Source: an optimization exercise on an open RTL-to-GDS flow (aim: small area and a short achievable clock period). Production flows keep margins and buffers that such runs may drop.
No functional check of the RTL was part of any run shown here.
No activity file was given, so power comes from the tool's default toggle rates.

### flow/run.sh
#!/bin/bash
# synth_recipe.tcl (not shown) runs the flow's synth.tcl, then flattens the netlist and writes it again
# the make line also repeats each setting of config.mk as NAME=value (left out here)
make -C /OpenROAD-flow-scripts/flow DESIGN_CONFIG=/design/flow/config.mk WORK_HOME=/design/flow/orfs CLKGATE_MAP_FILE= SYNTH_SCRIPT=/design/flow/synth_recipe.tcl finish
### flow/config.mk
export PLATFORM = sky130hd
export DESIGN_NAME = doodleGame
export DESIGN_NICKNAME = doodleGame
export VERILOG_FILES = /design/flow/design.v
export SDC_FILE = /design/flow/constraint.sdc
export NUM_CORES = 4
export LEC_CHECK = 0
export CAP_MARGIN = 20
export CORE_MARGIN = 2
export CORE_UTILIZATION = 40
export SLEW_MARGIN = 20
### flow/constraint.sdc
create_clock -name core_clock -period 10.0 [get_ports {Reset}]
set_input_delay 2.0000 -clock core_clock [delete_from_list [all_inputs] [get_ports {Reset}]]
set_output_delay 2.0000 -clock core_clock [all_outputs]
set_load 0.01 [all_outputs]
### flow/design.v
package doodlePkg;
	localparam logic [1:0] StMenu = 2'd0;
	localparam logic [1:0] StPlay = 2'd1;
	localparam logic [1:0] StPause = 2'd2;
	localparam logic [1:0] StOver = 2'd3;
	localparam logic [2:0] KcNone = 3'd0;
	localparam logic [2:0] KcLeftA = 3'd1;  
	localparam logic [2:0] KcLeftB = 3'd2;  
	localparam logic [2:0] KcRightA = 3'd3;  
	localparam logic [2:0] KcRightB = 3'd4;  
	localparam logic [2:0] KcStart = 3'd5;  
	localparam logic [2:0] KcPause = 3'd6;  
	localparam logic [7:0] SlotEasy = 8'd57;  
	localparam logic [7:0] SlotNormal = 8'd82;  
	localparam logic [7:0] SlotHard = 8'd107;  
endpackage
module keyDecoder
(
	input logic Reset,
	input logic frame_clk,
	input logic [7:0] keycode,
	output logic leftKey,  
	output logic rightKey,
	output logic leftPress,  
	output logic rightPress,
	output logic startPress,
	output logic pausePress
);
	logic mLa, mLb, mRa, mRb, mS, mP;
	logic [2:0] lastKc, kc;  
	assign mLa = (keycode == 8'd4);
	assign mLb = (keycode == 8'd80);
	assign mRa = (keycode == 8'd7);
	assign mRb = (keycode == 8'd79);
	assign mS = (keycode == 8'd40);
	assign mP = (keycode == 8'd19);
	assign kc[0] = mLa | mRa | mS;
	assign kc[1] = mLb | mRa | mP;
	assign kc[2] = mRb | mS | mP;
	assign leftKey = mLa | mLb;
	assign rightKey = mRa | mRb;
	assign leftPress = (mLa & (lastKc != doodlePkg::KcLeftA)) | (mLb & (lastKc != doodlePkg::KcLeftB));
	assign rightPress = (mRa & (lastKc != doodlePkg::KcRightA)) | (mRb & (lastKc != doodlePkg::KcRightB));
	assign startPress = mS & (lastKc != doodlePkg::KcStart);
	assign pausePress = mP & (lastKc != doodlePkg::KcPause);
	always_ff @(posedge Reset or posedge frame_clk)
	begin
		if (frame_clk)
			lastKc <= doodlePkg::KcNone;
		else
			lastKc <= kc;
	end
endmodule
module gameStateCtrl
(
	input logic Reset,
	input logic frame_clk,
	input logic leftPress,
	input logic rightPress,
	input logic startPress,
	input logic pausePress,
	input logic floorHit,
	output logic [1:0] state,
	output logic [1:0] difficulty
);
	always_ff @(posedge Reset or posedge frame_clk)
	begin
		if (frame_clk)
		begin
			state <= doodlePkg::StMenu;
			difficulty <= 2'd1;
		end
		else
		begin
			case (state)
				doodlePkg::StMenu:
				begin
					if (startPress)
						state <= doodlePkg::StPlay;
					if (rightPress)
						difficulty <= (difficulty == 2'd0) ? 2'd1 : (difficulty == 2'd1) ? 2'd2 : 2'd0;
					else if (leftPress)
						difficulty <= (difficulty == 2'd0) ? 2'd2 : (difficulty == 2'd2) ? 2'd1 : 2'd0;
				end
				doodlePkg::StPlay:
				begin
					if (floorHit)
						state <= doodlePkg::StOver;
					else if (pausePress)
						state <= doodlePkg::StPause;
				end
				doodlePkg::StPause:
				begin
					if (pausePress)
						state <= doodlePkg::StPlay;
				end
				default:
				begin
					if (startPress)
						state <= doodlePkg::StMenu;
				end
			endcase
		end
	end
endmodule
module hitDetector
(
	input logic [7:0] xk,  
	input logic [9:0] y,
	input logic [167:0] platforms,  
	input logic [41:0] springs,
	output logic [7:0] platHit,
	output logic [1:0] springHit
);
	function automatic logic ge11(input logic [10:0] a, input logic [10:0] b);
		logic c;
		c = 1'b1;
		for (int i = 0; i < 11; i++)
			c = (a[i] & ~b[i]) | ((a[i] | ~b[i]) & c);
		ge11 = c;
	endfunction
	logic [10:0] x, yLo, yHi, pLo, pHi, sLo, sHi;
	logic pLoNeg, sLoNeg;
	assign x = {1'b0, xk, 2'b10};
	assign yLo = {1'b0, y} + 11'd28;
	assign yHi = {1'b0, y} + 11'd36;
	assign pLo = x - 11'd56;
	assign pHi = x + 11'd56;
	assign sLo = x - 11'd40;
	assign sHi = x + 11'd40;
	assign pLoNeg = pLo[10];
	assign sLoNeg = sLo[10];
	genvar i;
	generate
		for (i = 0; i < 8; i++)
		begin : gPlat
			logic [10:0] ox, oy;
			assign ox = {1'b0, platforms[i*21+11 +: 10]};
			assign oy = {1'b0, platforms[i*21+1 +: 10]};
			assign platHit[i] = platforms[i*21] & ge11(oy, yLo) & ge11(yHi, oy)
				& (pLoNeg | ge11(ox, pLo)) & ge11(pHi, ox);
		end
		for (i = 0; i < 2; i++)
		begin : gSpring
			logic [10:0] ox, oy;
			assign ox = {1'b0, springs[i*21+11 +: 10]};
			assign oy = {1'b0, springs[i*21+1 +: 10]};
			assign springHit[i] = springs[i*21] & ge11(oy, yLo) & ge11(yHi, oy)
				& (sLoNeg | ge11(ox, sLo)) & ge11(sHi, ox);
		end
	endgenerate
endmodule
module doodleMotion
(
	input logic Reset,
	input logic frame_clk,
	input logic [1:0] state,
	input logic [1:0] difficulty,
	input logic leftKey,
	input logic rightKey,
	input logic platAny,
	input logic springAny,
	output logic [7:0] xk,  
	output logic [9:0] y,
	output logic [5:0] sp,  
	output logic [8:0] scroll,  
	output logic [19:0] score,
	output logic floorHit
);
	logic [1:0] gravCnt, gravNext, gravNext_q;
	logic prevMenu;  
	logic menu, play, enterPlay, falling, onFloor, gravStep, landed, rising;
	logic [10:0] newY, excess;
	logic [9:0] yNext;
	logic [7:0] xkNext, xkMoved, slot;
	logic [5:0] spNext, fallSpeed;
	logic [8:0] scrollNext;
	logic [19:0] scoreNext;
	assign menu = (state == doodlePkg::StMenu);
	assign play = (state == doodlePkg::StPlay);
	assign enterPlay = play & prevMenu;
	assign falling = ~sp[5];
	assign onFloor = (y >= 10'd447);
	assign newY = {1'b0, y} + {{5{sp[5]}}, sp};
	assign excess = 11'd240 - newY;
	assign rising = sp[5] & ~excess[10] & (excess != 11'd0);  
	assign gravStep = (gravCnt == 2'd2);
	assign gravNext = gravStep ? 2'd0 : gravCnt + 2'd1;
	assign fallSpeed = (gravStep & (sp[5] | (sp < 6'd12))) ? sp + 6'd1 : sp;
	always_comb
	begin
		xkMoved = xk;
		if (leftKey)
			xkMoved = (xk == 8'd0) ? 8'd159 : xk - 8'd1;
		else if (rightKey)
			xkMoved = (xk == 8'd159) ? 8'd0 : xk + 8'd1;
	end
	always_comb
	begin
		case (difficulty)
			2'd0: slot = doodlePkg::SlotEasy;
			2'd1: slot = doodlePkg::SlotNormal;
			default: slot = doodlePkg::SlotHard;
		endcase
	end
	assign landed = falling & (springAny | platAny | onFloor);
	always_comb
	begin
		xkNext = xk;
		yNext = y;
		spNext = sp;
		scrollNext = '0;
		scoreNext = score;
		floorHit = 1'b0;
		if (menu)
		begin
			xkNext = slot;
			scoreNext = '0;
			if (falling & onFloor)
				spNext = 6'd52;  
			else
			begin
				yNext = newY[9:0];
				spNext = fallSpeed;
			end
		end
		else if (enterPlay)
		begin
			yNext = 10'd100;
			spNext = '0;
			scoreNext = '0;
		end
		else if (play)
		begin
			xkNext = xkMoved;
			if (falling & springAny)
				spNext = 6'd44;  
			else if (falling & platAny)
				spNext = 6'd52;  
			else if (falling & onFloor)
			begin
				floorHit = 1'b1;
				xkNext = xk;
			end
			else
			begin
				spNext = fallSpeed;
				if (rising)
				begin
					yNext = 10'd240;
					scrollNext = excess[8:0];
					scoreNext = score + {11'd0, excess[8:0]};
				end
				else
					yNext = newY[9:0];
			end
		end
	end
	always_comb
	begin
		if (enterPlay)
			gravNext_q = 2'd0;
		else if (menu | play)
			gravNext_q = gravNext;
		else
			gravNext_q = gravCnt;
	end
	always_ff @(posedge Reset or posedge frame_clk)
	begin
		if (frame_clk)
		begin
			xk <= doodlePkg::SlotNormal;
			y <= 10'd100;
			sp <= '0;
			scroll <= '0;
			score <= '0;
			gravCnt <= '0;
			prevMenu <= 1'b1;
		end
		else
		begin
			xk <= xkNext;
			y <= yNext;
			sp <= spNext;
			scroll <= scrollNext;
			score <= scoreNext;
			gravCnt <= gravNext_q;
			prevMenu <= menu;
		end
	end
endmodule
module doodleGame
(
	input logic Reset,  
	input logic frame_clk,  
	input logic [7:0] keycode,
	input logic [167:0] platforms,  
	input logic [41:0] springs,  
	output logic [19:0] sprite,  
	output logic [9:0] speed,
	output logic [9:0] scroll,
	output logic [19:0] score,
	output logic [1:0] state,
	output logic [1:0] difficulty,
	output logic [7:0] platHit
);
	logic leftKey, rightKey, leftPress, rightPress, startPress, pausePress;
	logic floorHit;
	logic [1:0] springHit;
	logic [7:0] xk;
	logic [9:0] y;
	logic [5:0] sp;
	logic [8:0] scroll9;
	keyDecoder keys
	(
		.Reset(Reset),
		.frame_clk(frame_clk),
		.keycode(keycode),
		.leftKey(leftKey),
		.rightKey(rightKey),
		.leftPress(leftPress),
		.rightPress(rightPress),
		.startPress(startPress),
		.pausePress(pausePress)
	);
	gameStateCtrl control
	(
		.Reset(Reset),
		.frame_clk(frame_clk),
		.leftPress(leftPress),
		.rightPress(rightPress),
		.startPress(startPress),
		.pausePress(pausePress),
		.floorHit(floorHit),
		.state(state),
		.difficulty(difficulty)
	);
	hitDetector detect
	(
		.xk(xk),
		.y(y),
		.platforms(platforms),
		.springs(springs),
		.platHit(platHit),
		.springHit(springHit)
	);
	doodleMotion motion
	(
		.Reset(Reset),
		.frame_clk(frame_clk),
		.state(state),
		.difficulty(difficulty),
		.leftKey(leftKey),
		.rightKey(rightKey),
		.platAny(|platHit),
		.springAny(|springHit),
		.xk(xk),
		.y(y),
		.sp(sp),
		.scroll(scroll9),
		.score(score),
		.floorHit(floorHit)
	);
	assign sprite = {xk, 2'b10, y};
	assign speed = {{4{sp[5]}}, sp};
	assign scroll = {1'b0, scroll9};
endmodule
==> results of run 1 <==
-- layer usage --
layer	GRT usage, %	up-vias	part of all wire (%)	wire [µm]
met5	0	-	0	0
met4	10.3	0	3.4	1670
met3	4.96	95	7.7	3830
met2	50.9	663	45	22200
met1	42.6	6721	44	21700
li1	-	6656	-	-
-- cells by family (layout without fill, tap and decap cells) --
| family | Yosys count | count (layout) | synth area share [%] |
|---|---|---|---|
| multiplexers | 20 | 20 | 1.89 |
| AND/OR/NAND/NOR | 541 | 541 | 23.7 |
| XOR/XNOR | 51 | 51 | 3.94 |
| flip-flops | 63 | 63 | 13.8 |
| AO/OA/AOI/OAI | 654 | 654 | 41.2 |
| other | 2 | 3 | 0.0651 |
| adder cells (fa/ha/maj) | 84 | 84 | 8.09 |
| buffers and inverters | 196 | 400 | 7.39 |
-- power by group through the flow --
stage	Combinational [mW]	Sequential, mW	Clock [mW]
floorplan	2.94	0.442	0
global placement	3.98	0.578	0
detailed placement	4.01	0.582	0
CTS	4.03	0.579	0.321
global route	4.45	0.604	0.334
finish	4.10	0.581	0.316
-- sequential cells by signal, indices dropped and copies added (netlist names) --
name / count
motion.y: 10
motion.gravCnt: 2
keys.lastKc: 3
control.difficulty: 2
motion.score: 20
motion.scroll: 9
motion.prevMenu: 1
control.state: 2
motion.sp: 6
motion.xk: 8
-- cells in the mapped netlist (33+ instances only) --
library cell	instances	area, µm²
a21oi_1	89	445
buf_2	34	170
clkbuf_1	62	233
dfrtp_1	55	1380
inv_1	71	267
maj3_1	52	521
nand2_1	139	522
nand2b_1	33	206
nand3_1	48	240
nor2_1	118	443
nor3_1	34	170
o21ai_0	124	621
o221ai_1	33	289
xnor2_1	37	324
-- worst paths after layout --
path | from | to | slack (ns) | cells after the start
worst max-delay path | platforms[1] | platHit[0] | 2.58 | 10
worst min-delay path | motion.gravCnt[1]$_DFFE_PP0P_ | motion.gravCnt[1]$_DFFE_PP0P_ | 0.53 | 1
worst max register to register | motion.xk[1]$_DFFE_PP1P_ | motion.y[6]$_DFFE_PP1P_ | 3.32 | 13
worst min register to register | motion.gravCnt[1]$_DFFE_PP0P_ | motion.gravCnt[1]$_DFFE_PP0P_ | 0.53 | 1
max in group asynchronous | frame_clk | motion.y[4]$_DFFE_PP0P_ | 7.20 | 3
min in group asynchronous | frame_clk | motion.score[12]$_DFFE_PP0P_ | 2.23 | 3
-- per-stage QoR --
step	std cells	area [µm²]
final	2200	14800
after detailed placement	2184	14500
after global routing	2200	14800
after global placement	2184	14500
after floorplan	1612	11500
after CTS	2200	14800
-- area by class of cell --
cell class | instances | share of cell area (%)
Multi-Input combinational cell | 1353 | 61.6
Timing Repair Buffer | 306 | 20.4
Sequential cell | 63 | 10.7
Tap cell | 384 | 3.25
Inverter | 78 | 2.00
Clock buffer | 10 | 1.55
Clock inverter | 6 | 0.457
==> summary.md, run 1 <==
| Metric | Value |
|---|---|
| Status | timing/DRC/antenna clean |
| Routed WL | roughly 49000 µm |
| Clk slew on worst S/H paths | around 0.060 ns |
| Highest Clock Rate | between 100 and 150 MHz |
| Pwr/cell area | roughly 340 nW/µm² |
| Core ar. | around 29000 µm² |
| Total gr overflow | 0 |
| Least-Margin Pin Slew | approximately 1.1 ns |
| Top FF cell, synth | dfrtp_1 |
| Post-synthesis register bit count | 63 |
| Clock power share | under 10% |
| Hold_buf cts | 0 |
| Crit path kind | in -> out |
| Avg Cell Area, Syn | about 7 µm² |
| Die W | roughly 170 µm |
| Combinational power share | 82.1% |
| Drt wl/cell | roughly 22 µm |
| IO Count | 292 |
| Via count | about 14000 |
| Largest net degree at the start of global routing | 64 |
| CP startpoint kind | primary input |
| Clock Latency Late Sink | 0.33 ns |
| Flop pwr share | a little under an eighth |
| Post-synthesis cell area | approximately 12000 µm² |
| Min Clock Period, post-route | ~7.4 ns |
| Footprint of the multi-input gates | between 9000 and 10000 µm² |
| Post-place setup slack | 2.59 ns |
| NetSw | slightly below 3 mW |
| Setup ws final | approximately 2.6 ns |
| First-pass GRT wire length | 76900 µm |
| Number of port buffers | around 290 |
| DRC violations left | 0 |
| Critical path required time | 8.00 ns |
| PostCTS Resize Cnt | 0 |
| Maxcap violations | 0 |
| Worst-path cell chain | clkdlybuf4s50_1 -> nor2b_1 -> maj3_1 -> maj3_1 -> maj3_1 -> o21a_1 -> a222oi_1 -> a311oi_1 -> a21oi_1 -> clkdlybuf4s50_1 |
| Critical Path Max Stage Delay | roughly 0.62 ns |
| Commonest non-fill, non-tap cell in the layout | clkdlybuf4s50_1 |
| Starting density of the core | between 40% and 50% |
| # nets final | 2061 |
| RSZ-0062 raised after global routing | no |
| HP Class | reg -> reg |
| Filler cells | roughly 2900 |
| First DRT Iteration DRCs | ~1500 |
| Drt pass-1 iters | 6 |
| Dpl hpwl | around 38000 µm |
| Max-slew violations | 0 |
| GP Congestion | a little under 1 |
| Rows | between 60 and 70 |
| Setup violators final | 0 |
| CTS H-tree depth | 3 |
| Via/cell ratio | approximately 6.4 |
| Internal power | 2.12 mW |
| Total power draw | approximately 5 mW |
| Post-CTS setup buffers | 0 |
| Synth Instances | approximately 1600 |
| CTS sink cnt | 63 |
| Ys Warns | 4 |
| Antenna violations before repair | 0 |
| Register area | about 1600 µm² |
| Worst Skew | slightly above 0.01 ns |
| ANT nets after route | 0 |
| Area Overhead vs Synth | 28.1% |
| CTS root buffer | clkbuf_16 |
| Commonest cells after routing, fill and taps aside | clkdlybuf4s50_1, nand2_1, o21ai_0, nor2_1, a21oi_1 |
| Die ar. | approximately 30000 µm² |
| Hold WS | about 0.53 ns |
| Crit path DAT | about 5.4 ns |
| Vias in the first global route | roughly 13000 |
| TritonCTS clock tree | done |
| Maximum clock path buffer count | 2 |
| Util after Layout | just over 50% |
| Final-report hold violation count | 0 |
| CP bufs+invs | 2 |
| Inserted Clock Buffers | 9 |
| All-layer global routing usage | a little under a third |
| Post-synthesis sequential area ratio | between 10% and 20% |
| Layout cells sized above 1 | under 10% |
| Worst vdd ir | ~0.24 mV |
| CP max-delay cell | clkdlybuf4s50_1 |
| EDFF count, synth | 0 |
| Count of cell types in the netlist | around 110 |
| # diodes | 0 |
| Switching share of power | 57.7% |
| Worst path most repeated cell | maj3_1 |
| Final Cycle Share | about three quarters |
| Ys async rst share | 100% |
| Die Ht | between 150 and 200 µm |
| Setup crit end kind | output port |
| Leakage | between 5 and 6 nW |
| Cell family with most CP delay | adder cells |
| Normalized max-slew margin | 27.2% |
| Max FO, Critical Path | 3 |
| Final setup TNS | 0 ns |
==> run 2, diff against run 1 <==
==> flow/flow/run.sh (new file) <==
#!/bin/bash
set -e
export BUFFER_PORTS_ARGS="-buffer_cell sky130_fd_sc_hd__buf_1"
bash standard.sh > standard.log 2>&1
==> flow/standard.sh (new file) <==
#!/bin/bash
# synth_recipe.tcl (not shown) runs the flow's synth.tcl, then flattens the netlist and writes it again
# the make line also repeats each setting of config.mk as NAME=value (left out here)
make -C /OpenROAD-flow-scripts/flow DESIGN_CONFIG=/design/flow/config.mk WORK_HOME=/design/flow/orfs CLKGATE_MAP_FILE= SYNTH_SCRIPT=/design/flow/synth_recipe.tcl "${@:-finish}"
removed: flow/run.sh
==> run 2 against run 1 <==
Net effect: first-iteration DRC count down 5.5%; critical path type is now reg -> out; largest cell class unchanged; wire length down 5.6%; highest routed layer unchanged; die area unchanged; still clean on timing, DRC and antenna.
==> summary.md, run 2 <==
| Metric | Value |
|---|---|
| Status | timing/DRC/antenna clean |
| # nets final | 2065 (+0.19%) |
| Worst vdd ir | 0.269 mV (+11%) |
| Inserted Clock Buffers | 9 (unchanged) |
| Clk slew on worst S/H paths | 0.05 ns (about the same) |
| Die Ht | 174 µm (unchanged) |
| Routed WL | 46700 µm (-5.6%) |
| PostCTS Resize Cnt | 0 (unchanged) |
| Count leader, synth | nand2_1 |
| Critical path required time | 8.00 ns (about the same) |
| Final-report hold violation count | 0 (unchanged) |
| Worst-path cell chain | inv_1 -> ha_1 -> inv_1 -> maj3_1 -> o21a_1 -> a222oi_1 -> a311oi_1 -> a21oi_1 -> buf_1 |
| Post-synth top area cell | dfrtp_1 |
| Avg Cell Area, Syn | 7.16 µm² (unchanged) |
| Hold path startpoint | control.difficulty[0]$_DFFE_PP1P_ |
| Commonest non-fill, non-tap cell in the layout | buf_1 |
| Pwr/cell area | 368 nW/µm² (+8.8%) |
| Max reg flops | 20 (unchanged) |
| Largest Register | motion.score |
| Clock power share | 5.8% (-0.5 points) |
| CP startpoint kind | flop |
| Max FO, Critical Path | 44 (+41) |
| Maxcap violations | 0 (unchanged) |
| Commonest cells after routing, fill and taps aside | buf_1, nand2_1, o21ai_0, nor2_1, a21oi_1 |
| Hold_buf cts | 0 (unchanged) |
| WL met3 | 3880 µm (+1.4%) |
| Antenna violations before repair | 7 (+7) |
| Final setup TNS | 0 ns (unchanged) |
| Worst path most repeated cell | inv_1 |
| Final std cells w/o fill | 2213 (+0.59%) |
| Worst reg2reg startpoint | motion.y[2]$_DFFE_PP1P_ |
| Leakage | 4.82 nW (-14%) |
| Crit path DAT | 4.71 ns (-0.71 ns) |
| Highest Clock Rate | 149 MHz (+11%) |
| Ys async rst share | 100% (unchanged) |
| Drt wl/cell | 21.1 µm (-6.2%) |
| Switching share of power | 59.1% (+1.4 points) |
| Post-synthesis register bit count | 63 (unchanged) |
| Clock Latency Late Sink | 0.33 ns (about the same) |
| Crit path kind | reg -> out |
| Maximum clock path buffer count | 2 (unchanged) |
| Crit. Startpoint | motion.y[2]$_DFFE_PP1P_ |
| Synth Instances | 1611 (unchanged) |
| Placed cell areas | 12700 µm² (-12%) |
| ANT nets after route | 0 (unchanged) |
| Setup crit end kind | output port |
| M1 wire length | 19900 µm (-8.3%) |
| Post-synthesis sequential area ratio | 13.8% (unchanged) |
| Critical Path Max Stage Delay | 1.06 ns (+0.44 ns) |
| Top Layer Used | met4 |
| All-layer global routing usage | 29.4% (-2.0 points) |
| Number of port buffers | 288 (unchanged) |
| Placed Cells | 2188 (+0.18%) |
| Total power draw | 4.78 mW (-4.4%) |
| Top FF cell, synth | dfrtp_1 |
| CTS sink cnt | 63 (unchanged) |
| Combinational power share | 82.1% (about the same) |
| EDFF count, synth | 0 (unchanged) |
| Filler cells | 3048 (+5.4%) |
| Worst Skew | 0.00619 ns (-0.00400 ns) |
| Ys Warns | 4 (unchanged) |
| Total gr overflow | 0 (unchanged) |
| Rows | 62 (unchanged) |
| Count of cell types in the netlist | 108 (unchanged) |
| Vias in the first global route | 13000 (-1.5%) |
| Die W | 174 µm (unchanged) |
| Area Overhead vs Synth | 12.6% |
| Via count | 14200 (+0.67%) |
| Die ar. | 30200 µm² (unchanged) |
| Final Cycle Share | 67.1% (-7.2 points) |
| Internal power | 1.95 mW (-7.7%) |
| Dominant cells by area after synthesis | dfrtp_1, o21ai_0, nand2_1 |
| Max-slew violations | 0 (unchanged) |
| Largest regs | motion.score (20), motion.y (10), motion.scroll (9) |
| DRC violations left | 0 (unchanged) |
| GP Congestion | 0.977 (+0.79%) |
| Footprint of the multi-input gates | 9100 µm² (about the same) |
| Design Area, Final | 13000 µm² (-12%) |
| CTS root buffer | clkbuf_16 |
| Met2 WL | 20900 µm (-5.9%) |
| Post-synthesis cell area | 11500 µm² (unchanged) |
| Least-Margin Pin Slew | 1.00 ns (-0.0835 ns) |
| Post-CTS setup buffers | 0 (unchanged) |
| RSZ-0062 raised after global routing | no |
| First DRT Iteration DRCs | 1451 (-5.5%) |
| Post-synth top cells | nand2_1, o21ai_0, nor2_1 |
| Drt pass-1 iters | 9 (+3) |
| Layout cells sized above 1 | 5.49% (+0.043 points) |
| Flop pwr share | 12.1% (+0.5 points) |
| Starting density of the core | 40.4% (unchanged) |
| Min Clock Period, post-route | 6.71 ns (-0.716 ns) |
| Via/cell ratio | 6.43 (about the same) |
| CTS H-tree depth | 3 (unchanged) |
| CP max-delay cell | dfstp_2 |
| Top-area cell type share of the netlist area | 11.9% (unchanged) |
| Register area | 1590 µm² (unchanged) |
| Largest net degree at the start of global routing | 64 (unchanged) |
| Normalized max-slew margin | 33.3% (+6.1 points) |
| HP Class | reg -> reg |
| IO Count | 292 (unchanged) |
| NetSw | 2.82 mW (-2.0%) |
| Core ar. | 28500 µm² (unchanged) |
| Dpl hpwl | 36100 µm (-5.2%) |
| Setup violators final | 0 (unchanged) |
| First-pass GRT wire length | 72700 µm (-5.4%) |
| TritonCTS clock tree | done |
[run 2: cell counts after synthesis]
Identical to the previous run, type by type.
[run 2: routing by layer]
layer | vias up | global-route usage (%)
met2 | 657 | 46.8
met1 | 6787 | 39.3
met4 | 0 | 12.4
met5 | - | 0
li1 | 6668 | -
met3 | 118 | 5.20
[run 2: through the flow]
step | util, % | setup slack, ns | hold WS, ns
2_1_floorplan | - | 3.87 | 0.494
3_3_place_gp | 44.5 | 3.39 | 0.500
3_5_place_dp | 44.5 | 3.35 | 0.521
4_1_cts | 45.4 | 3.33 | 0.529
5_1_grt | 45.5 | 3.02 | 0.560
6_report | 45.5 | 3.29 | 0.533
[run 2: final cells by class]
cell class	count	share of cell area (%)
antenna	9	0.173
inverter	78	2.27
sequential	63	12.2
tap	384	3.70
timing repair buffer	310	9.60
clock buffer	12	1.82
multi-input combinational	1353	70.0
clock inverter	4	0.173
[run 2: kinds of logic (layout without fill, tap and decap cells)]
family          after synthesis  in the layout  synth area share (%)
simple gates                541            541                  23.7
xor+xnor                     51             51                  3.94
compound gates              654            654                  41.2
flops                        63             63                  13.8
fa+ha+maj                    84             84                  8.09
other cells                   2             12                0.0651
buf+inv                     196            404                  7.39
mux                          20             20                  1.89
[run 2: power by group through the flow]
stage	combinational, mW	sequential [mW]	clock [mW]
3_3_place_gp	3.79	0.572	0
2_1_floorplan	2.94	0.442	0
3_5_place_dp	3.83	0.576	0
4_1_cts	3.85	0.573	0.285
6_report	3.92	0.576	0.279
5_1_grt	4.27	0.602	0.293
[run 2: worst paths after layout]
check,endpoint,slack [ns],cells past startpoint
max,platHit[0],3.29,9
min,control.difficulty[0]$_DFFE_PP1P_,0.53,2
max reg2reg,motion.xk[3]$_DFFE_PP0P_,4.12,12
min reg2reg,control.difficulty[0]$_DFFE_PP1P_,0.53,2
max in group asynchronous,motion.scroll[6]$_DFF_PP0_,7.58,3
min in group asynchronous,motion.score[15]$_DFFE_PP0P_,1.90,3
[run 2: critical path, delay by kind of cell (launching register included)]
kind            cells  cell delay (ns)
buf+inv             3             0.80
fa+ha+maj           2             1.41
compound gates      4             1.10
flops               1             1.06
==> run 3, diff against run 2 <==
--- a/flow/design.v
+++ b/flow/design.v
@@ -108,3 +108,3 @@
 	input logic [7:0] xk,  
-	input logic [9:0] y,
+	input logic [8:0] y,  
 	input logic [167:0] platforms,  
@@ -114,20 +114,29 @@
 );
-	function automatic logic ge11(input logic [10:0] a, input logic [10:0] b);
+	function automatic logic ge8(input logic [7:0] a, input logic [7:0] b, input logic cin);
+		logic c;
+		c = cin;
+		for (int i = 0; i < 8; i++)
+			c = (a[i] & ~b[i]) | ((a[i] | ~b[i]) & c);
+		ge8 = c;
+	endfunction
+	function automatic logic ge3(input logic [2:0] a, input logic [2:0] b);
 		logic c;
 		c = 1'b1;
-		for (int i = 0; i < 11; i++)
+		for (int i = 0; i < 3; i++)
 			c = (a[i] & ~b[i]) | ((a[i] | ~b[i]) & c);
-		ge11 = c;
+		ge3 = c;
 	endfunction
-	logic [10:0] x, yLo, yHi, pLo, pHi, sLo, sHi;
-	logic pLoNeg, sLoNeg;
-	assign x = {1'b0, xk, 2'b10};
-	assign yLo = {1'b0, y} + 11'd28;
-	assign yHi = {1'b0, y} + 11'd36;
-	assign pLo = x - 11'd56;
-	assign pHi = x + 11'd56;
-	assign sLo = x - 11'd40;
-	assign sHi = x + 11'd40;
-	assign pLoNeg = pLo[10];
-	assign sLoNeg = sLo[10];
+	logic [8:0] yA;  
+	logic [5:0] aH, aH1;
+	logic [2:0] aL;
+	assign yA = y + 9'd28;
+	assign aL = yA[2:0];
+	assign aH = yA[8:3];
+	assign aH1 = aH + 6'd1;  
+	logic [8:0] pM, sM;
+	logic [7:0] pN, sN;
+	assign pM = {1'b0, xk} - 9'd14;
+	assign pN = xk + 8'd14;
+	assign sM = {1'b0, xk} - 9'd10;
+	assign sN = xk + 8'd10;
 	genvar i;
@@ -136,7 +145,8 @@
 		begin : gPlat
-			logic [10:0] ox, oy;
-			assign ox = {1'b0, platforms[i*21+11 +: 10]};
-			assign oy = {1'b0, platforms[i*21+1 +: 10]};
-			assign platHit[i] = platforms[i*21] & ge11(oy, yLo) & ge11(yHi, oy)
-				& (pLoNeg | ge11(ox, pLo)) & ge11(pHi, ox);
+			logic [9:0] ox, oy;
+			assign ox = platforms[i*21+11 +: 10];
+			assign oy = platforms[i*21+1 +: 10];
+			assign platHit[i] = platforms[i*21]
+				& (~oy[9] & (((oy[8:3] == aH) & ge3(oy[2:0], aL)) | ((oy[8:3] == aH1) & ge3(aL, oy[2:0]))))
+				& (pM[8] | ge8(ox[9:2], pM[7:0], ox[1])) & ge8(pN, ox[9:2], ~(ox[1] & ox[0]));
 		end
@@ -144,7 +154,8 @@
 		begin : gSpring
-			logic [10:0] ox, oy;
-			assign ox = {1'b0, springs[i*21+11 +: 10]};
-			assign oy = {1'b0, springs[i*21+1 +: 10]};
-			assign springHit[i] = springs[i*21] & ge11(oy, yLo) & ge11(yHi, oy)
-				& (sLoNeg | ge11(ox, sLo)) & ge11(sHi, ox);
+			logic [9:0] ox, oy;
+			assign ox = springs[i*21+11 +: 10];
+			assign oy = springs[i*21+1 +: 10];
+			assign springHit[i] = springs[i*21]
+				& (~oy[9] & (((oy[8:3] == aH) & ge3(oy[2:0], aL)) | ((oy[8:3] == aH1) & ge3(aL, oy[2:0]))))
+				& (sM[8] | ge8(ox[9:2], sM[7:0], ox[1])) & ge8(sN, ox[9:2], ~(ox[1] & ox[0]));
 		end
@@ -163,5 +174,5 @@
 	output logic [7:0] xk,  
-	output logic [9:0] y,
+	output logic [8:0] y,
 	output logic [5:0] sp,  
-	output logic [8:0] scroll,  
+	output logic [7:0] scroll,
 	output logic [19:0] score,
@@ -169,10 +180,12 @@
 );
-	logic [1:0] gravCnt, gravNext, gravNext_q;
+	logic [1:0] gravCnt, gravNext;
 	logic prevMenu;  
-	logic menu, play, enterPlay, falling, onFloor, gravStep, landed, rising;
-	logic [10:0] newY, excess;
-	logic [9:0] yNext;
+	logic menu, play, enterPlay, falling, onFloor, gravStep, rising, doScroll;
+	logic [9:0] newY;  
+	logic [7:0] excess;
+	logic [8:0] lowSum;
+	logic [8:0] yNext;
 	logic [7:0] xkNext, xkMoved, slot;
 	logic [5:0] spNext, fallSpeed;
-	logic [8:0] scrollNext;
+	logic [7:0] scrollNext;
 	logic [19:0] scoreNext;
@@ -182,6 +195,6 @@
 	assign falling = ~sp[5];
-	assign onFloor = (y >= 10'd447);
-	assign newY = {1'b0, y} + {{5{sp[5]}}, sp};
-	assign excess = 11'd240 - newY;
-	assign rising = sp[5] & ~excess[10] & (excess != 11'd0);  
+	assign onFloor = (y >= 9'd447);
+	assign newY = {1'b0, y} + {{4{sp[5]}}, sp};
+	assign rising = sp[5] & (newY[9] | (newY[8:0] < 9'd240));  
+	assign excess = 8'd240 - 8'({{2{sp[5]}}, sp}) - y[7:0];
 	assign gravStep = (gravCnt == 2'd2);
@@ -205,3 +218,4 @@
 	end
-	assign landed = falling & (springAny | platAny | onFloor);
+	assign lowSum = {1'b0, score[7:0]} + {1'b0, excess};
+	assign doScroll = play & ~prevMenu & ~(falling & (springAny | platAny | onFloor)) & rising;
 	always_comb
@@ -211,4 +225,2 @@
 		spNext = sp;
-		scrollNext = '0;
-		scoreNext = score;
 		floorHit = 1'b0;
@@ -217,3 +229,2 @@
 			xkNext = slot;
-			scoreNext = '0;
 			if (falling & onFloor)
@@ -222,3 +233,3 @@
 			begin
-				yNext = newY[9:0];
+				yNext = newY[8:0];
 				spNext = fallSpeed;
@@ -228,5 +239,4 @@
 		begin
-			yNext = 10'd100;
+			yNext = 9'd100;
 			spNext = '0;
-			scoreNext = '0;
 		end
@@ -247,10 +257,3 @@
 				spNext = fallSpeed;
-				if (rising)
-				begin
-					yNext = 10'd240;
-					scrollNext = excess[8:0];
-					scoreNext = score + {11'd0, excess[8:0]};
-				end
-				else
-					yNext = newY[9:0];
+				yNext = rising ? 9'd240 : newY[8:0];
 			end
@@ -258,11 +261,5 @@
 	end
-	always_comb
-	begin
-		if (enterPlay)
-			gravNext_q = 2'd0;
-		else if (menu | play)
-			gravNext_q = gravNext;
-		else
-			gravNext_q = gravCnt;
-	end
+	assign scrollNext = doScroll ? excess : 8'd0;
+	assign scoreNext = (menu | enterPlay) ? 20'd0 :
+		doScroll ? {score[19:8] + {11'd0, lowSum[8]}, lowSum[7:0]} : score;
 	always_ff @(posedge Reset or posedge frame_clk)
@@ -272,3 +269,3 @@
 			xk <= doodlePkg::SlotNormal;
-			y <= 10'd100;
+			y <= 9'd100;
 			sp <= '0;
@@ -286,3 +283,6 @@
 			score <= scoreNext;
-			gravCnt <= gravNext_q;
+			if (enterPlay)
+				gravCnt <= 2'd0;
+			else if (menu | play)
+				gravCnt <= gravNext;
 			prevMenu <= menu;
@@ -310,5 +310,5 @@
 	logic [7:0] xk;
-	logic [9:0] y;
+	logic [8:0] y;
 	logic [5:0] sp;
-	logic [8:0] scroll9;
+	logic [7:0] scroll8;
 	keyDecoder keys
@@ -359,3 +359,3 @@
 		.sp(sp),
-		.scroll(scroll9),
+		.scroll(scroll8),
 		.score(score),
@@ -363,5 +363,5 @@
 	);
-	assign sprite = {xk, 2'b10, y};
+	assign sprite = {xk, 2'b10, 1'b0, y};
 	assign speed = {{4{sp[5]}}, sp};
-	assign scroll = {1'b0, scroll9};
+	assign scroll = {2'b00, scroll8};
 endmodule
==> run 3 against run 2 <==
Net effect: synthesized cell count decreased by 17%; wire length fell by 24%; area after synthesis decreased by 12%; clock skew is essentially flat; highest routed layer unchanged; register-to-register slack worse by 0.43 ns; still clean; clock power is 11% higher; maximum frequency shrank 4.9%; worst setup slack got worse by 0.34 ns.
==> summary.md, run 3 <==
| Metric | Value |
|---|---|
| Crit. Startpoint | motion.y[2]$_DFFE_PP1P_ |
| Synth Instances | 1340 (-17%) |
| Largest net degree at the start of global routing | 62 (-3.1%) |
| Clk slew on worst S/H paths | 0.05 ns (about the same) |
| Count leader, synth | a21oi_1 |
| Final-report hold violation count | 0 (unchanged) |
| Worst-case reg-to-reg path depth | 13 (+1) |
| Crit path depth | 11 (+2) |
| Drt wl/cell | 18.8 µm (-11%) |
| GP Congestion | 0.916 (-6.3%) |
| Die W | 163 µm (-6.1%) |
| Combinational power share | 78.3% (-3.8 points) |
| Post-synth top cells | a21oi_1, nor2_1, nand2_1, xnor2_1, o21ai_0 |
| Least-Margin Pin Slew | 0.974 ns (-0.0258 ns) |
| First-pass GRT wire length | 54100 µm (-26%) |
| IO Count | 292 (unchanged) |
| CTS H-tree depth | 3 (unchanged) |
| Post-synthesis adder-cell area fraction | 8.60% (+0.50 points) |
| Max-slew violations | 0 (unchanged) |
| Hold Path Depth | 1 (-1) |
| Post-synthesis simple-gate area fraction | 21.6% (-2.1 points) |
| Post-CTS setup buffers | 0 (unchanged) |
| Status | timing/DRC/antenna clean |
| Drt pass-1 iters | 6 (-3) |
| PostCTS Resize Cnt | 0 (unchanged) |
| CTS sink cnt | 61 (-3.2%) |
| Top FF cell, synth | dfrtp_1 |
| Area Overhead vs Synth | 13.9% |
| Cell family with most CP delay | compound AO/OA/AOI/OAI gates |
| Crit path DAT | 5.05 ns (+0.34 ns) |
| Worst Skew | 0.00573 ns (-0.000457 ns) |
| Internal power | 1.86 mW (-4.6%) |
| Post-synthesis register bit count | 61 (-3.2%) |
| Post-synthesis xor/xnor area fraction | 15.8% (+12 points) |
| Largest family of logic cells by synthesized area | compound AO/OA/AOI/OAI gates |
| Filler cells | 2614 (-14%) |
| Flop pwr share | 14.0% (+1.9 points) |
| TritonCTS clock tree | done |
| Rows | 58 (-6.5%) |
| Worst vdd ir | 0.218 mV (-19%) |
| Number of port buffers | 286 (-0.69%) |
| Hold path startpoint | motion.score[18]$_DFFE_PP0P_ |
| Leakage | 4.38 nW (-9.1%) |
| Pwr/cell area | 351 nW/µm² (-4.4%) |
| Largest regs | motion.score (20), motion.y (9) |
| Setup violators final | 0 (unchanged) |
| DRC violations left | 0 (unchanged) |
| CTS root buffer | clkbuf_16 |
| Final setup TNS | 0 ns (unchanged) |
| Ys async rst share | 100% (unchanged) |
| ANT nets after route | 0 (unchanged) |
| Critical Path Max Stage Delay | 0.94 ns (-0.12 ns) |
| Clock Latency Late Sink | 0.33 ns (about the same) |
| Hold_buf cts | 0 (unchanged) |
| Post-synthesis compound-gate area fraction | 30.1% (-11 points) |
| Die Ht | 163 µm (-6.1%) |
| Critical path required time | 8.00 ns (about the same) |
| All-layer global routing usage | 25.5% (-4.0 points) |
| CP bufs+invs | 3 (unchanged) |
| Total gr overflow | 0 (unchanged) |
| Maximum clock path buffer count | 2 (unchanged) |
| Starting density of the core | 40.5% (+0.058 points) |
| Post-synth top area cell | dfrtp_1 |
| Largest Register | motion.score |
| Layout cells sized above 1 | 4.94% (-0.56 points) |
| Crit path kind | reg -> out |
| Inserted Clock Buffers | 9 (unchanged) |
| HP Class | reg -> reg |
| Worst-path cell chain | inv_1 -> ha_1 -> inv_1 -> ha_1 -> xnor2_1 -> xnor2_2 -> o22ai_1 -> a2111oi_2 -> nand4_1 -> a2111oi_1 -> buf_1 |
| NetSw | 2.19 mW (-22%) |
| Switching share of power | 54.0% (-5.1 points) |
| Post-synthesis cell area | 10100 µm² (-12%) |
| Max reg flops | 20 (unchanged) |
| Ys Warns | 4 (unchanged) |
| Routed WL | 35600 µm (-24%) |
| Normalized max-slew margin | 34.8% (+1.5 points) |
| Min Clock Period, post-route | 7.05 ns (+0.342 ns) |
| Antenna violations before repair | 0 (-7) |
| CP startpoint kind | flop |
| Die ar. | 26600 µm² (-12%) |
| # nets final | 1813 (-12%) |
| Worst reg2reg startpoint | motion.xk[1]$_DFFE_PP1P_ |
| CP max-delay cell | dfstp_2 |
| Via count | 11000 (-22%) |
| Mux cell area share after synthesis | 1.68% (-0.21 points) |
| EDFF count, synth | 0 (unchanged) |
| Setup crit end kind | output port |
| Via/cell ratio | 5.84 (-9.2%) |
| Top-area cell type share of the netlist area | 13.1% (+1.2 points) |
| Maxcap violations | 0 (unchanged) |
| Count of cell types in the netlist | 101 (-6.5%) |
| Core ar. | 25000 µm² (-12%) |
| First DRT Iteration DRCs | 918 (-37%) |
| Clock power share | 7.7% (+1.9 points) |
| Final Cycle Share | 70.5% (+3.4 points) |
| Max FO, Critical Path | 35 (-20%) |
| Final std cells w/o fill | 1890 (-15%) |
| Dpl hpwl | 28000 µm (-22%) |
| RSZ-0062 raised after global routing | no |
| Post-synthesis sequential area ratio | 15.2% (+1.4 points) |
| Highest Clock Rate | 142 MHz (-4.9%) |
| Placed Cells | 1873 (-14%) |
| Avg Cell Area, Syn | 7.56 µm² (+5.6%) |
| Vias in the first global route | 9822 (-25%) |
| Dominant cells by area after synthesis | dfrtp_1, xnor2_1, a21oi_1 |
| Commonest non-fill, non-tap cell in the layout | buf_1 |
| Commonest cells after routing, fill and taps aside | buf_1, a21oi_1, nor2_1, nand2_1, xnor2_1 |
[run 3: cell count changes after synthesis, sizes merged, moves of 21 or more]
| cell | delta |
|---|---|
| nor2 | -22 |
| xor2 | +45 |
| xnor2 | +58 |
| inv | -24 |
| nand2 | -46 |
| o221ai | -21 |
| o21ai | -54 |
[run 3: kinds of logic after synthesis]
logic type      count (synthesis)
flops                          61
simple gates                  415
xor+xnor                      164
mux                            16
buf+inv                       155
fa+ha+maj                      75
other cells                     2
compound gates                452
[run 3: cell type report]
class                   instances  area [µm²]  area share, %
diodes                          1        2.50         0.0217
inverters                      54         203           1.76
repair buffers                301        1190           10.3
clock buffers                   9         225           1.95
clock inverters                 7        75.1          0.651
flip-flops and latches         61        1540           13.3
multi-input cells            1127        7890           68.4
well taps                     330         413           3.58
[run 3: metrics by stage]
step | util [%] | area [µm²] | setup WS [ns] | hold WS [ns] | power [mW]
floorplan | - | 10100 | 3.86 | 0.489 | 3.02
global placement | 44.9 | 11200 | 3.51 | 0.511 | 3.66
detailed placement | 44.9 | 11200 | 3.40 | 0.512 | 3.69
CTS | 46.1 | 11500 | 3.05 | 0.529 | 4.03
global route | 46.1 | 11500 | 2.73 | 0.571 | 4.41
finish | 46.1 | 11500 | 2.95 | 0.525 | 4.05
[run 3: worst register-to-register path: cells and delay by family (launching register included)]
kind | cells | cell delay, ns
AND/OR/NAND/NOR | 3 | 1.35
buffers and inverters | 2 | 0.85
flip-flops | 1 | 1.07
adder cells (fa/ha/maj) | 1 | 0.72
AO/OA/AOI/OAI | 6 | 1.81
multiplexers | 1 | 0.38
[run 3: worst paths after layout]
kind	to	slack, ns
max	platHit[3]	2.95
min	motion.score[18]$_DFFE_PP0P_	0.52
max reg2reg	motion.y[3]$_DFFE_PP0P_	3.69
min reg2reg	motion.score[18]$_DFFE_PP0P_	0.52
max in group asynchronous	motion.y[1]$_DFFE_PP0P_	7.58
min in group asynchronous	motion.score[19]$_DFFE_PP0P_	1.88
[run 3: power by group through the flow]
stage	clock network (mW)	logic, mW	registers [mW]
detailed placement	0	3.13	0.568
global placement	0	3.10	0.561
finish	0.311	3.17	0.567
floorplan	0	2.58	0.438
global route	0.328	3.50	0.590
CTS	0.319	3.15	0.564
[run 3: routing by layer]
layer	vias to the layer above	GRT usage (%)	wire, µm
met3	33	4.24	2400
li1	5398	-	-
met2	436	40.5	16200
met5	-	0	0
met1	5169	36.5	16500
met4	0	4.79	511
==> run 4, diff against run 3 <==
--- a/flow/design.v
+++ b/flow/design.v
@@ -198,3 +198,3 @@
 	assign rising = sp[5] & (newY[9] | (newY[8:0] < 9'd240));  
-	assign excess = 8'd240 - 8'({{2{sp[5]}}, sp}) - y[7:0];
+	assign excess = 8'd240 - newY[7:0];
 	assign gravStep = (gravCnt == 2'd2);
@@ -204,7 +204,7 @@
 	begin
-		xkMoved = xk;
-		if (leftKey)
-			xkMoved = (xk == 8'd0) ? 8'd159 : xk - 8'd1;
-		else if (rightKey)
-			xkMoved = (xk == 8'd159) ? 8'd0 : xk + 8'd1;
+		xkMoved = xk + {{7{leftKey}}, leftKey | rightKey};
+		if (leftKey & (xk == 8'd0))
+			xkMoved = 8'd159;
+		else if (~leftKey & rightKey & (xk == 8'd159))
+			xkMoved = 8'd0;
 	end
--- a/flow/config.mk
+++ b/flow/config.mk
@@ -10,2 +10,3 @@
 export CORE_UTILIZATION = 40
+export SETUP_SLACK_MARGIN = 3
 export SLEW_MARGIN = 20
==> run 4 against run 3 <==
Net effect: largest power group unchanged; count of clock-buffer cells in the layout is 3 higher; worst hold slack worse by 0.033 ns; clock power hardly changed; critical path depth stayed put; die area is 2.3% higher; utilization is 0.85 points higher; still clean on timing, DRC and antenna; sequential cell count stayed put.
==> summary.md, run 4 <==
| Metric | Value |
|---|---|
| R2r endpoint | motion.xk[3]$_DFFE_PP0P_ |
| Post-synthesis simple-gate area fraction | 22.7% (+1.1 points) |
| Inserted Clock Buffers | 9 (unchanged) |
| WL met3 | 2110 µm (-12%) |
| EDFF count, synth | 0 (unchanged) |
| Total gr overflow | 0 (unchanged) |
| Antenna violations before repair | 3 (+3) |
| Count of cell types in the netlist | 102 (+0.99%) |
| Die ar. | 27200 µm² (+2.3%) |
| Largest regs | motion.score (20), motion.y (9) |
| Mux cell area share after synthesis | 0.990% (-0.69 points) |
| Area Overhead vs Synth | 14.7% |
| Via/cell ratio | 5.95 (+1.8%) |
| Least-Margin Pin Slew | 1.02 ns (+0.0405 ns) |
| Post-synth top cells | nand2_1, a21oi_1, xnor2_1 |
| Drt wl/cell | 19.2 µm (+2.0%) |
| Setup crit end kind | output port |
| Worst path most repeated cell | a221o_1 |
| Post-synth top area cell | dfrtp_1 |
| # nets final | 1840 (+1.5%) |
| Post-synthesis cell area | 10400 µm² (+2.3%) |
| Top-area cell type share of the netlist area | 12.8% (-0.30 points) |
| RSZ-0062 raised after global routing | no |
| Ys Warns | 4 (unchanged) |
| M1 wire length | 15900 µm (-3.6%) |
| Max FO, Critical Path | 48 (+37%) |
| DRC violations left | 0 (unchanged) |
| Largest Register | motion.score |
| Min Clock Period, post-route | 6.62 ns (-0.435 ns) |
| Top FF cell, synth | dfrtp_1 |
| Clk slew on worst S/H paths | 0.05 ns (about the same) |
| Via count | 11400 (+3.5%) |
| Final Cycle Share | 66.2% (-4.3 points) |
| Post-synthesis register bit count | 61 (unchanged) |
| IO Count | 292 (unchanged) |
| Post-synthesis compound-gate area fraction | 31.0% (+0.85 points) |
| Maxcap violations | 0 (unchanged) |
| Avg Cell Area, Syn | 7.66 µm² (+1.3%) |
| Ys async rst share | 100% (unchanged) |
| Dpl hpwl | 29200 µm (+4.4%) |
| Hold_buf cts | 0 (unchanged) |
| Critical Path Max Stage Delay | 0.87 ns (-0.07 ns) |
| Leakage | 4.49 nW (+2.6%) |
| CP startpoint kind | flop |
| HP Class | reg -> reg |
| Crit. Startpoint | motion.xk[1]$_DFFE_PP1P_ |
| Top Layer Used | met5 |
| Setup violators final | 0 (unchanged) |
| Worst Skew | 0.00806 ns (+0.00232 ns) |
| Worst reg2reg startpoint | motion.xk[1]$_DFFE_PP1P_ |
| Count leader, synth | nand2_1 |
| CTS root buffer | clkbuf_16 |
| Die Ht | 165 µm (+1.1%) |
| Max-slew violations | 0 (unchanged) |
| First-pass GRT wire length | 56500 µm (+4.5%) |
| Reg2Reg Setup Slack | 4.56 ns (+0.87 ns) |
| Post-synthesis sequential area ratio | 14.8% (-0.34 points) |
| Layout cells sized above 1 | 5.16% (+0.22 points) |
| TritonCTS clock tree | done |
| First DRT Iteration DRCs | 931 (+1.4%) |
| Crit path kind | reg -> out |
| Worst-case reg-to-reg path depth | 14 (+1) |
| Met2 WL | 17900 µm (+11%) |
| Vias in the first global route | 10700 (+9.4%) |
| Largest family of logic cells by synthesized area | compound AO/OA/AOI/OAI gates |
| ANT nets after route | 0 (unchanged) |
| Final setup TNS | 0 ns (unchanged) |
| Worst-path cell chain | buf_4 -> inv_1 -> ha_1 -> clkinv_1 -> a222oi_1 -> a21boi_1 -> maj3_2 -> a221o_1 -> a221o_1 -> and3_1 -> buf_1 |
| Synth Instances | 1353 (+0.97%) |
| Core ar. | 25300 µm² (+1.2%) |
| Clock Latency Late Sink | 0.34 ns (about the same) |
| GP Congestion | 0.895 (-2.3%) |
| Commonest cells after routing, fill and taps aside | buf_1, nand2_1, a21oi_1, xnor2_1, nor2_1 |
| Starting density of the core | 40.9% (+0.47 points) |
| Normalized max-slew margin | 32.1% (-2.7 points) |
| Die W | 165 µm (+1.1%) |
| Post-synthesis xor/xnor area fraction | 15.9% (+0.089 points) |
| All-layer global routing usage | 26.3% (+0.79 points) |
| Dominant cells by area after synthesis | dfrtp_1, xnor2_1, a21oi_1 |
| Number of port buffers | 286 (unchanged) |
| Max reg flops | 20 (unchanged) |
| Highest Clock Rate | 151 MHz (+6.6%) |
| Post-synthesis adder-cell area fraction | 8.26% (-0.34 points) |
| Final-report hold violation count | 0 (unchanged) |
| CTS sink cnt | 61 (unchanged) |
| Status | timing/DRC/antenna clean |
| Pwr/cell area | 334 nW/µm² (-5.1%) |
| CP max-delay cell | ha_1 |
| Worst vdd ir | 0.193 mV (-12%) |
| Drt pass-1 iters | 5 (-1) |
| Setup crit end | platHit[2] |
| Critical path required time | 8.00 ns (about the same) |
| Rows | 58 (unchanged) |
| Routed WL | 36900 µm (+3.7%) |
| Hold WS | 0.492 ns (-0.0330 ns) |
| CTS H-tree depth | 3 (unchanged) |
| Maximum clock path buffer count | 2 (unchanged) |
| Crit path DAT | 4.62 ns (-0.43 ns) |
| Largest net degree at the start of global routing | 62 (unchanged) |
| Commonest non-fill, non-tap cell in the layout | buf_1 |
[run 4: layout make-up]
type | count | area [µm²]
Antenna cell | 2 | 5.00
Multi-Input combinational cell | 1150 | 8220
Tap cell | 330 | 413
Clock inverter | 4 | 47.5
Clock buffer | 12 | 246
Timing Repair Buffer | 301 | 1190
Inverter | 61 | 229
Sequential cell | 61 | 1540
Fill cell | 2619 | 13400
[run 4: how the worst min path moves through the flow]
| stage | from | cells past startpoint | slack, ns | to |
|---|---|---|---|---|
| floorplan | motion.gravCnt[1]$_DFFE_PP0P_ | 1 | 0.46 | motion.gravCnt[0]$_DFFE_PP0P_ |
| global placement | motion.gravCnt[1]$_DFFE_PP0P_ | 1 | 0.49 | motion.gravCnt[0]$_DFFE_PP0P_ |
| detailed placement | motion.gravCnt[1]$_DFFE_PP0P_ | 1 | 0.49 | motion.gravCnt[0]$_DFFE_PP0P_ |
| CTS | motion.gravCnt[1]$_DFFE_PP0P_ | 1 | 0.50 | motion.gravCnt[0]$_DFFE_PP0P_ |
| global route | motion.gravCnt[1]$_DFFE_PP0P_ | 1 | 0.53 | motion.gravCnt[0]$_DFFE_PP0P_ |
| finish | motion.gravCnt[1]$_DFFE_PP0P_ | 1 | 0.49 | motion.gravCnt[0]$_DFFE_PP0P_ |
[run 4: power by group]
part | total, mW | switching, mW | internal [mW]
sequential | 0.503 | 0.187 | 0.316
clock | 0.310 | 0.111 | 0.199
combinational | 3.15 | 1.85 | 1.30
[run 4: timing repair]
action	in CTS	in global routing
buffers inserted	0	0
gates resized for setup	1	2
endpoints found under the setup margin	4	5
[run 4: layer usage]
metal	GRT usage (%)	up-vias
met2	46.2	407
met5	0	-
met1	33.7	5404
met3	3.44	61
met4	7.27	4
li1	-	5545
[run 4: cells by family after synthesis]
| kind of cell | after synthesis |
|---|---|
| other | 2 |
| and+or+nand+nor | 449 |
| adders and majority gates | 74 |
| DFF | 61 |
| muxes | 9 |
| buffers and inverters | 145 |
| xor gates and xnor gates | 163 |
| AOI/OAI and AO/OA | 450 |
[run 4: through the flow]
step / setup WS [ns] / total power, mW / utilization, % / area [µm²] / instances
after floorplan: 4.21 / 2.89 / - / 10400 / 1356
after detailed placement: 3.25 / 3.58 / 45.6 / 11600 / 1903
after global placement: 3.28 / 3.56 / 45.6 / 11600 / 1903
after CTS: 3.13 / 3.93 / 46.8 / 11900 / 1919
after global routing: 3.12 / 4.30 / 46.9 / 11900 / 1919
final: 3.38 / 3.96 / 46.9 / 11900 / 1921
[run 4: worst max-delay path, delay by kind of cell, from the launching register on]
family | cells | cell delay (ns)
and+or+nand+nor | 1 | 0.16
adders and majority gates | 2 | 1.20
buffers and inverters | 4 | 1.23
DFF | 1 | 0.51
AOI/OAI and AO/OA | 4 | 1.15
==> run 5, diff against run 4 <==
--- a/flow/config.mk
+++ b/flow/config.mk
@@ -10,3 +10,3 @@
 export CORE_UTILIZATION = 40
-export SETUP_SLACK_MARGIN = 3
+export SETUP_SLACK_MARGIN = 5
 export SLEW_MARGIN = 20
==> run 5 against run 4 <==
Net effect: still clean on timing, DRC and antenna; design area up 6.7%; count of clock-buffer cells in the layout grew 1; clock skew down 0.00096 ns; total power up 8.7%; die area did not move; sequential power decreased by 0.8%; combinational power rose by 9.8%; global-route usage grew 0.061 points; worst hold slack improved by 0.016 ns; area after synthesis is the same; critical path depth decreased by 2; non-clock buffer count increased by 20; critical path type is now in -> out.
==> summary.md, run 5 <==
| Metric | Value |
|---|---|
| Antenna violations before repair | 2 (-1) |
| CP max-delay cell | maj3_2 |
| Setup crit end kind | output port |
| Area Overhead vs Synth | 22.3% |
| Post-synthesis cell area | 10400 µm² (unchanged) |
| Die ar. | 27200 µm² (unchanged) |
| Cell family with most CP delay | compound AO/OA/AOI/OAI gates |
| Min Clock Period, post-route | 5.85 ns (-0.768 ns) |
| TritonCTS clock tree | done |
| Crit. Startpoint | platforms[57] |
| Maxcap violations | 0 (unchanged) |
| Drt wl/cell | 19.2 µm (-0.30%) |
| CTS root buffer | clkbuf_16 |
| Post-synth top cells | nand2_1, a21oi_1, xnor2_1 |
| Count of cell types in the netlist | 102 (unchanged) |
| ANT nets after route | 0 (unchanged) |
| Setup violators final | 0 (unchanged) |
| Maximum clock path buffer count | 2 (unchanged) |
| Worst Skew | 0.00710 ns (-0.000960 ns) |
| Final Cycle Share | 58.5% (-7.7 points) |
| Final std cells w/o fill | 1939 (+0.94%) |
| Commonest cells after routing, fill and taps aside | buf_1, nand2_1, a21oi_1, xnor2_1, nor2_1 |
| Crit path DAT | 3.85 ns (-0.77 ns) |
| Clk slew on worst S/H paths | 0.05 ns (about the same) |
| Layout cells sized above 1 | 12.5% (+7.3 points) |
| Total gr overflow | 0 (unchanged) |
| IO Count | 292 (unchanged) |
| Post-synthesis xor/xnor area fraction | 15.9% (unchanged) |
| Post-synthesis register bit count | 61 (unchanged) |
| RSZ-0062 raised after global routing | yes |
| Max FO, Critical Path | 3 (-94%) |
| Post-synthesis sequential area ratio | 14.8% (unchanged) |
| All-layer global routing usage | 26.3% (+0.061 points) |
| CTS H-tree depth | 3 (unchanged) |
| Critical Path Max Stage Delay | 0.32 ns (-0.55 ns) |
| Post-synthesis compound-gate area fraction | 31.0% (unchanged) |
| Top-area cell type share of the netlist area | 12.8% (unchanged) |
| Highest Clock Rate | 171 MHz (+13%) |
| Post-synth top area cell | dfrtp_1 |
| Die W | 165 µm (unchanged) |
| Number of port buffers | 286 (unchanged) |
| Design Area, Final | 12700 µm² (+6.7%) |
| Ys Warns | 4 (unchanged) |
| Worst vdd ir | 0.184 mV (-4.9%) |
| Dominant cells by area after synthesis | dfrtp_1, xnor2_1, a21oi_1 |
| Post-synthesis adder-cell area fraction | 8.26% (unchanged) |
| Synth Instances | 1353 (unchanged) |
| CP bufs+invs | 2 (-2) |
| Normalized max-slew margin | 27.4% (-4.7 points) |
| Clock Latency Late Sink | 0.34 ns (about the same) |
| Ys async rst share | 100% (unchanged) |
| Placed cell areas | 11700 µm² (+1.4%) |
| Drt pass-1 iters | 6 (+1) |
| Die Ht | 165 µm (unchanged) |
| Util after Layout | 50.0% (+3.1 points) |
| Status | timing/DRC/antenna clean |
| DRC violations left | 0 (unchanged) |
| Worst reg2reg startpoint | motion.xk[1]$_DFFE_PP1P_ |
| Largest Register | motion.score |
| Largest family of logic cells by synthesized area | compound AO/OA/AOI/OAI gates |
| Final setup TNS | 0 ns (unchanged) |
| Via/cell ratio | 5.98 (+0.54%) |
| Avg Cell Area, Syn | 7.66 µm² (unchanged) |
| Final-report hold violation count | 0 (unchanged) |
| Hold WS | 0.507 ns (+0.0158 ns) |
| Hold path startpoint | motion.gravCnt[1]$_DFFE_PP0P_ |
| # diodes | 0 (-2) |
| CTS sink cnt | 61 (unchanged) |
| Post-synthesis simple-gate area fraction | 22.7% (unchanged) |
| Least-Margin Pin Slew | 1.08 ns (+0.0698 ns) |
| Largest net degree at the start of global routing | 62 (unchanged) |
| Routed WL | 37200 µm (+0.63%) |
| Placed Cells | 1903 (unchanged) |
| Crit path kind | in -> out |
| Dpl hpwl | 28900 µm (-1.2%) |
| Commonest non-fill, non-tap cell in the layout | buf_1 |
| Count leader, synth | nand2_1 |
| Core ar. | 25300 µm² (unchanged) |
| Max reg flops | 20 (unchanged) |
| Critical path required time | 8.00 ns (about the same) |
| First DRT Iteration DRCs | 863 (-7.3%) |
| Largest regs | motion.score (20), motion.y (9) |
| Hold_buf cts | 0 (unchanged) |
| # nets final | 1860 (+1.1%) |
| Worst-path cell chain | buf_6 -> nand2b_4 -> maj3_2 -> a21boi_2 -> maj3_2 -> a221o_1 -> a221o_1 -> and3_4 -> buf_6 |
| HP Class | reg -> reg |
| Via count | 11600 (+1.5%) |
| Max-slew violations | 0 (unchanged) |
| CP startpoint kind | primary input |
| Inserted Clock Buffers | 9 (unchanged) |
| EDFF count, synth | 0 (unchanged) |
| Top FF cell, synth | dfrtp_1 |
| Vias in the first global route | 10900 (+1.8%) |
| GP Congestion | 0.920 (+2.8%) |
| Rows | 58 (unchanged) |
| First-pass GRT wire length | 57000 µm (+0.89%) |
| Mux cell area share after synthesis | 0.990% (unchanged) |
| Starting density of the core | 40.9% (unchanged) |
| Pwr/cell area | 340 nW/µm² (+1.9%) |
| Leakage | 4.85 nW (+7.9%) |
| Filler cells | 2568 (-1.9%) |
run 5: cell types whose count changed in the layout (fill, tap and decap cells not counted), moves of 6 or more:
| cell | delta |
|---|---|
| maj3_2 | +11 |
| maj3_1 | -11 |
| buf_4 | +17 |
| a21oi_1 | -6 |
| o21ai_0 | -8 |
| buf_1 | -20 |
| buf_2 | +9 |
| buf_6 | +6 |
run 5: logic make-up (layout without fill, tap and decap cells):
kind of cell | Yosys count | in the layout
buf+inv | 145 | 398
mux | 9 | 9
compound gates | 450 | 450
xor+xnor | 163 | 163
simple gates | 449 | 449
flops | 61 | 61
fa+ha+maj | 74 | 74
other cells | 2 | 5
run 5: final timing paths:
path | endpoint | slack, ns | cells past startpoint
setup / recovery | platHit[2] | 4.15 | 9
hold / removal | motion.gravCnt[0]$_DFFE_PP0P_ | 0.51 | 1
setup reg to reg | motion.y[7]$_DFFE_PP0P_ | 5.33 | 15
hold reg to reg | motion.gravCnt[0]$_DFFE_PP0P_ | 0.51 | 1
max in group asynchronous | motion.y[0]$_DFFE_PP0P_ | 7.56 | 3
min in group asynchronous | motion.score[19]$_DFFE_PP0P_ | 1.87 | 3
run 5: cell type report:
type,instances,area (µm²),share of cell area (%)
timing repair buffer,321,1450,11.4
clock buffer,13,280,2.21
tap,330,413,3.26
sequential,61,1550,12.2
multi-input combinational,1150,8680,68.5
inverter,61,243,1.91
clock inverter,3,65.1,0.513
run 5: stage by stage:
step / worst slack [ns] / total power, mW
6_report: 4.15 / 4.31
5_1_grt: 4.10 / 4.66
4_1_cts: 4.12 / 4.21
3_5_place_dp: 3.83 / 3.66
3_3_place_gp: 3.87 / 3.63
2_1_floorplan: 4.43 / 2.99
run 5: power by group:
part / total (mW) / internal [mW] / leakage, nW / switching (mW)
Sequential: 0.499 / 0.317 / 0.785 / 0.182
Clock: 0.355 / 0.245 / 0.172 / 0.110
Combinational: 3.46 / 1.47 / 3.89 / 1.99
Total: 4.31 / 2.03 / 4.85 / 2.28
run 5: timing repair:
| item | 4_1_cts | 5_1_grt |
|---|---|---|
| pin swaps | 37 | 20 |
| endpoints found under the setup margin | 25 | 27 |
| buffers inserted | 11 | 8 |
| resized for setup | 74 | 33 |
| gates cloned | 0 | 1 |
run 5: per-layer routing:
metal | global-route usage [%] | wire [µm] | vias to the layer above
li1 | - | - | 5586
met1 | 34.2 | 16100 | 5511
met2 | 45.4 | 17800 | 413
met3 | 3.01 | 2120 | 76
met4 | 8.85 | 1130 | 4
met5 | 0 | 27 | -

[separate check: timing with driven ports]
The results above use ideal ports. As a check the final layouts listed here were re-extracted and re-timed, cells and wires unchanged. Step 1: set_driving_cell puts a clkbuf_16 on Reset and a buf_2 on each other input, an assumption about the parent block. Step 2 adds t to the input delays and takes it off the output delays; t is the mean of the earliest and latest rising clock arrival at the registers after step 1. Input paths then give back, and output paths get back, about the clock's delay inside the block. Three values: no drivers, after step 1, after step 2; two values: the first two.
run	t, ns	setup WS [ns]	slew at the worst register clock pin (ns)
run 1	0.363	2.576 / 2.553 / 2.553	0.06 / 0.06
run 2	0.366	3.292 / 3.254 / 3.298	0.06 / 0.06
run 3	0.369	2.950 / 2.910 / 3.279	0.06 / 0.06
run 4	0.369	3.385 / 3.348 / 3.717	0.06 / 0.06
run 5	0.370	4.152 / 4.114 / 4.114	0.05 / 0.05
After both steps setup and hold are still met in every run listed. The setup slack of run 5, which loses most, moves by -0.038 ns with the drivers and by -0.038 ns with both steps.
